Source: an optimization exercise on an open RTL-to-GDS flow (aim: small area, a short achievable clock period and few clock cycles). Production flows keep margins and buffers that such runs may drop. RTL that was checked went through simulation tests only; none was proved equivalent to the original. Power is estimated from default activity; no workload was simulated.

## euclidean_distance_unit
module euclidean_distance_unit
(
    input  logic                              clk,
    input  logic                              rst_n,
    input  logic                              s_axis_tvalid,
    output logic                              s_axis_tready,
    input  logic [edu_pkg::TDATA_IN_W-1:0]    s_axis_tdata,
    input  logic                              s_axis_tlast,
    output logic                              m_axis_tvalid,
    input  logic                              m_axis_tready,
    output logic [edu_pkg::TDATA_OUT_W-1:0]   m_axis_tdata,
    output logic                              m_axis_tuser
);
Size: ~280 flip-flops, about 64 I/O pins, ~18,000 µm² of cells after synthesis.
clock: 8.0 ns
lec_check: 0
cap_margin: 20
core_margin: 2
core_utilization: 60
place_density: 0.75
setup_slack_margin: 4.75
slew_margin: 20
run.sh (not shown) runs the stock make flow with config.mk's settings and CLKGATE_MAP_FILE= SYNTH_SCRIPT=/design/flow/synth_recipe.tcl, a recipe that flattens the netlist after the stock synthesis.
Edit:
SETUP_SLACK_MARGIN = 4.6   (was 4.75)
Non-clock buffer count decreases by 21.
Power is lower by 2.6%.
Global-route usage fell by 0.22 points.
Maximum frequency is lower by 1.4%.
Hold slack is about the same.
Area after synthesis does not change.
Die area stays the same.
Function was not checked in any run of this note: the RTL went through the layout flow alone.

========
quartz:
Another version of the RTL of euclidean_distance_unit (not shown whole).
For scale: roughly 280 flip-flops, roughly 64 I/O pins, about 0.018 mm^2 of cells after synthesis.
export LEC_CHECK = 0
export ABC_CLOCK_PERIOD_IN_PS = 3400
export CAP_MARGIN = 20
export CORE_MARGIN = 2
export CORE_UTILIZATION = 60
export PLACE_DENSITY = 0.75
export SETUP_SLACK_MARGIN = 4.6
export SLEW_MARGIN = 20
create_clock -name core_clock -period 8.0 [get_ports {clk}]
quartz completed; timing, DRC and antenna clean
Testbench counts of quartz, summed over its fixed seeds: cycles 22,995.
The following lists how yarrow was set up differently from quartz:
- swapping 4.6 for 4.9 in SETUP_SLACK_MARGIN
- clearing ABC_CLOCK_PERIOD_IN_PS, which used to be 3400
[summary]
yarrow — final clock period utilization by the worst path 0.35 points higher, quartz as reference
In yarrow, routed wirelength normalized by instance count is higher than in quartz.
Register fraction of the total cell area ends up higher on quartz.
Relative to quartz, design area has increased by about 3.2% in yarrow.
> inputs changed (yarrow -> onyx)
- PLACE_DENSITY now 0.85, was 0.75
- CORE_UTILIZATION now 70, was 60
- SETUP_SLACK_MARGIN now 4.6, was 4.9
--- outcome ---
On part of the power in combinational logic: onyx sits below yarrow. Delta (onyx minus yarrow): die width fell by 13 um, power density over the cells increased by about 4% relative to the old numbers, worst path buffer plus inverter count has increased, relative area of non-clock buffer cells in the final design lost 1.1 points. onyx reports a higher mean routed wirelength per cell than yarrow does. Compared onyx against yarrow; power within noise. Changes observed in onyx relative to yarrow: final instance area down 760 um^2, shortest clock period the worst path allows after layout now sits higher, power attributed to combinational cells moved down, via count went up.
Inputs modified between onyx and maple:
- changing PLACE_DENSITY from 0.85 to 0.75
- changing CORE_UTILIZATION from 70 to 60
Notes after the runs:
Post-layout worst setup margin delta (maple − onyx): favourable. The total of buffers placed on input and output ports of maple and that of onyx are within noise of each other. Measured against each other, maple and onyx differ in design area, the higher figure coming from maple. Wire length of the first global-routing pass, maple and onyx: smaller value in maple. | flip-flop and latch power | onyx vs maple | ≈ equal |. Going from onyx to maple, the clock power was found to have gone up by about 10%. The final reports for maple and onyx show worst-margin pin slew higher in the former. onyx → maple: critical path depth lost 1, number of tap cells inserted picked up an extra about 16%.
## Diff of input files: indigo against maple
- putting TNS_END_PERCENT at 10 where nothing was set
[summary]
- Having completed the whole flow, indigo delivered a layout that passed the timing, DRC and antenna checks.
- ~same sequential cell power in indigo and maple
- On indigo: via count is 1.1% lower than what maple gave.
- [compare] base=maple new=indigo: average routed wire per standard cell lost 0.56 um; detailed-route wire length on metal 1 went down by 3.6%; multi-input combinational area share barely changed.

========
euclidean_distance_unit, a different RTL version from the one above (not shown whole).
For scale: about 1,900 cells after synthesis, ~280 flip-flops, about 18,000 µm² of cells after synthesis.
## euclidean_distance_unit
module euclidean_distance_unit
(
    input  logic                              clk,
    input  logic                              rst_n,
    input  logic                              s_axis_tvalid,
    output logic                              s_axis_tready,
    input  logic [edu_pkg::TDATA_IN_W-1:0]    s_axis_tdata,
    input  logic                              s_axis_tlast,
    output logic                              m_axis_tvalid,
    input  logic                              m_axis_tready,
    output logic [edu_pkg::TDATA_OUT_W-1:0]   m_axis_tdata,
    output logic                              m_axis_tuser
);
export LEC_CHECK = 0
export CAP_MARGIN = 20
export CORE_MARGIN = 2
export CORE_UTILIZATION = 60
export PLACE_DENSITY = 0.75
export SETUP_SLACK_MARGIN = 4.6
export SLEW_MARGIN = 20
create_clock -name core_clock -period 8.0 [get_ports {clk}]
standard.sh (not shown) runs the stock make flow with config.mk's settings and CLKGATE_MAP_FILE= SYNTH_SCRIPT=/design/flow/synth_recipe.tcl, a recipe that flattens the netlist after the stock synthesis.
==> flow/flow/run.sh <==
#!/bin/bash
# Layout: the standard flow, with the port buffers made as buf_1
# cells instead of the delay buffers buffer_ports picks by itself.
set -euo pipefail
export BUFFER_PORTS_ARGS="-buffer_cell sky130_fd_sc_hd__buf_1"
bash standard.sh > standard.log 2>&1
Testbench counts at the start, summed over its fixed seeds: cycles 22,995.
Rerun with:
==> flow/flow/run.sh (replaced) <==
#!/bin/bash
# Layout: the standard flow, with the port buffers made as buf_2
# cells instead of the delay buffers buffer_ports picks by itself.
set -euo pipefail
export BUFFER_PORTS_ARGS="-buffer_cell sky130_fd_sc_hd__buf_2"
bash standard.sh > standard.log 2>&1
Settings changed: CTS_BUF_LIST set to sky130_fd_sc_hd__clkbuf_8, CTS_CLUSTER_DIAMETER set to 60, CTS_CLUSTER_SIZE set to 20.
Fmax is about the same.
Hold slack improves by 0.028 ns.
Die area stays the same.
Design area is lower by 1.9%.
Cell count is lower by 0.59%.
Setup slack degrades by 0.0057 ns.
Routed wire length stays flat.
First-iteration DRC count is higher by 20%.
Rerun with:
Settings changed: CTS_BUF_LIST sky130_fd_sc_hd__clkbuf_8 to unset, CTS_CLUSTER_DIAMETER 60 to unset, CTS_CLUSTER_SIZE 20 to unset.
Via count grows by 1.4%.
Total power grows by 6.4%.
Routed wire length grows by 1.9%.
Setup slack is better by 0.013 ns.
Count of clock-buffer cells in the layout grows by 7.
Rerun with:
Settings changed: CTS_CLUSTER_DIAMETER set to 60, CTS_CLUSTER_SIZE set to 30, SETUP_SLACK_MARGIN 4.6 to 4.85.
Effect:
- The changed run passed the timing, DRC and antenna checks
- fmax is higher by 4.4%
- design area is higher by 2.8%
- total power is higher by 3.4%

========
== run 1 ==
Starting RTL as in the previous note.
==> flow/config.mk <==
export PLATFORM = sky130hd
export DESIGN_NAME = euclidean_distance_unit
export DESIGN_NICKNAME = euclidean_distance_unit
export VERILOG_FILES = /design/flow/design.v
export SDC_FILE = /design/flow/constraint.sdc
export NUM_CORES = 4
export LEC_CHECK = 0
export CAP_MARGIN = 20
export CORE_MARGIN = 2
export CORE_UTILIZATION = 60
export CTS_BUF_LIST = sky130_fd_sc_hd__clkbuf_8
export CTS_CLUSTER_DIAMETER = 60
export CTS_CLUSTER_SIZE = 20
export PLACE_DENSITY = 0.75
export SETUP_SLACK_MARGIN = 4.7
export SLEW_MARGIN = 20
==> flow/constraint.sdc <==
create_clock -name core_clock -period 8.0 [get_ports {clk}]
set_input_delay 1.6000 -clock core_clock [delete_from_list [all_inputs] [get_ports {clk}]]
set_output_delay 1.6000 -clock core_clock [all_outputs]
set_load 0.01 [all_outputs]
==> flow/flow/run.sh <==
#!/bin/bash
# Layout: the standard flow, with the port buffers made as buf_2
# cells instead of the delay buffers buffer_ports picks by itself.
set -euo pipefail
export BUFFER_PORTS_ARGS="-buffer_cell sky130_fd_sc_hd__buf_2"
bash standard.sh > standard.log 2>&1
Testbench counts of run 1, summed over its fixed seeds: cycles 22,995.
Modified inputs, run 2 compared to run 1
- CTS_CLUSTER_DIAMETER: 60 -> unset
- SETUP_SLACK_MARGIN: 4.7 -> 4.6
- CTS_BUF_LIST: sky130_fd_sc_hd__clkbuf_8 -> unset
- CTS_CLUSTER_SIZE: 20 -> unset
==> flow/run.sh (new file) <==
#!/bin/bash
# synth_recipe.tcl (not shown) runs the flow's synth.tcl, then flattens the netlist and writes it again
# the make line also repeats each setting of config.mk as NAME=value (left out here)
make -C /OpenROAD-flow-scripts/flow DESIGN_CONFIG=/design/flow/config.mk WORK_HOME=/design/flow/orfs CLKGATE_MAP_FILE= SYNTH_SCRIPT=/design/flow/synth_recipe.tcl finish
removed: flow/flow/run.sh
removed: flow/standard.sh
### Flow results
The final cell utilization of the core reported for run 2 is greater than that of run 1 by 2.7 points.
| design area | run 2 vs run 1 | 4.0% higher |
Per the comparison of run 2 with run 1, total routing resource utilization after global routing increased by 0.18 points relative to the old numbers, setup total negative slack closely matched the old numbers, first-pass GRT wire length increased by about 0.5% relative to the old numbers.
Net switching power was higher in the run labelled run 2.
Final net count: run 1 vs run 2 identical
> inputs changed (run 2 -> run 3)
- CTS_CLUSTER_DIAMETER now 60, previously not set
- CTS_CLUSTER_SIZE now 30, previously not set
==> flow/flow/run.sh (new file) <==
#!/bin/bash
# Layout: the standard flow, with the port buffers made as buf_2
# cells instead of the delay buffers buffer_ports picks by itself.
set -euo pipefail
export BUFFER_PORTS_ARGS="-buffer_cell sky130_fd_sc_hd__buf_2"
bash standard.sh > standard.log 2>&1
==> flow/standard.sh (new file) <==
#!/bin/bash
# synth_recipe.tcl (not shown) runs the flow's synth.tcl, then flattens the netlist and writes it again
# the make line also repeats each setting of config.mk as NAME=value (left out here)
make -C /OpenROAD-flow-scripts/flow DESIGN_CONFIG=/design/flow/config.mk WORK_HOME=/design/flow/orfs CLKGATE_MAP_FILE= SYNTH_SCRIPT=/design/flow/synth_recipe.tcl "${@:-finish}"
removed: flow/run.sh
### Flow results
in2reg as the category of the most critical setup path was reported by run 2, and reg2reg by run 3. Status: post-synthesis instance area parity (run 2, run 3). From run 2 to run 3, total grt overflow did not move at all. For run 2, the cell with the biggest individual delay on the critical path was clkdlybuf4s50_1, unlike run 3, where it was fa_1. Per the comparison of run 3 with run 2, global-route usage fell by 0.33 points, final period utilization -0.61 points, worst setup slack shows an increase of 49 ps. da_reg[12]$_SDFF_PN0_ as the critical path capture point was reported by run 2, and lo_reg[30]$_DFF_P_ by run 3.
## Diff of input files: run 4 against run 3
- a change of SETUP_SLACK_MARGIN from 4.6 to 4.7
### Flow results
- Run 4: PASS, flow complete, no timing, DRC or antenna violations
- Run 3 -> run 4: sequential cell count delta 0, exact match
- Per the comparison of run 4 with run 3, multi-input combinational cell area higher; design area saw an increase.

separate check: timing with driven ports:
How much do the figures lean on ideal ports? The routed layouts below were timed once more, with nothing changed but the port constraints.
Step 1, drivers: a clkbuf_16 drives clk and a buf_2 each remaining input, both assumed.
Step 2 adds t to the input delays and takes it off the output delays; t is the mean of the earliest and latest rising clock arrival at the registers after step 1. Input paths then give back, and output paths get back, about the clock's delay inside the block.
Three values: no drivers, after step 1, after step 2; two values: the first two.
| run | t (ns) | setup WS [ns] | hold slack, ns | latest minus earliest clock arrival (ns) | cell pins on the clock port's net |
|---|---|---|---|---|---|
| the first run of note 1 | 0.605 | 4.743 / 4.751 / 4.161 | 0.342 / 0.342 / 0.342 | 0.035 / 0.035 | 1 |
| the second run of note 1 | 0.595 | 4.697 / 4.718 / 4.134 | 0.341 / 0.341 / 0.341 | 0.033 / 0.032 | 1 |
| quartz | 0.594 | 4.628 / 4.601 / 4.100 | 0.342 / 0.342 / 0.342 | 0.032 / 0.032 | 1 |
| yarrow | 0.599 | 4.600 / 4.600 / 4.144 | 0.327 / 0.327 / 0.327 | 0.018 / 0.018 | 1 |
| onyx | 0.601 | 4.291 / 4.291 / 4.042 | 0.327 / 0.327 / 0.327 | 0.010 / 0.009 | 1 |
| maple | 0.594 | 4.628 / 4.601 / 4.100 | 0.342 / 0.342 / 0.342 | 0.032 / 0.032 | 1 |
| indigo | 0.593 | 4.487 / 4.487 / 3.933 | 0.345 / 0.345 / 0.345 | 0.031 / 0.031 | 1 |
| the first run of note 3 | 0.597 | 4.688 / 4.688 / 4.259 | 0.327 / 0.327 / 0.327 | 0.022 / 0.023 | 1 |
| the second run of note 3 | 0.617 | 4.683 / 4.683 / 4.250 | 0.356 / 0.356 / 0.356 | 0.029 / 0.029 | 1 |
| the third run of note 3 | 0.597 | 4.696 / 4.696 / 4.232 | 0.346 / 0.346 / 0.346 | 0.027 / 0.026 | 1 |
| the fourth run of note 3 | 0.576 | 4.834 / 4.834 / 4.365 | 0.351 / 0.351 / 0.351 | 0.026 / 0.026 | 1 |
| run 1 | 0.601 | 4.804 / 4.804 / 4.338 | 0.338 / 0.338 / 0.338 | 0.027 / 0.027 | 1 |
| run 2 | 0.601 | 4.667 / 4.646 / 4.090 | 0.333 / 0.333 / 0.333 | 0.014 / 0.014 | 1 |
| run 3 | 0.574 | 4.716 / 4.716 / 4.224 | 0.354 / 0.354 / 0.354 | 0.045 / 0.044 | 1 |
| run 4 | 0.581 | 4.787 / 4.787 / 4.329 | 0.344 / 0.344 / 0.344 | 0.028 / 0.027 | 1 |
After both steps every run listed still meets setup and hold. The setup slack of the first run of note 1, which loses most, moves by +0.008 ns with the drivers and by -0.582 ns with both steps.
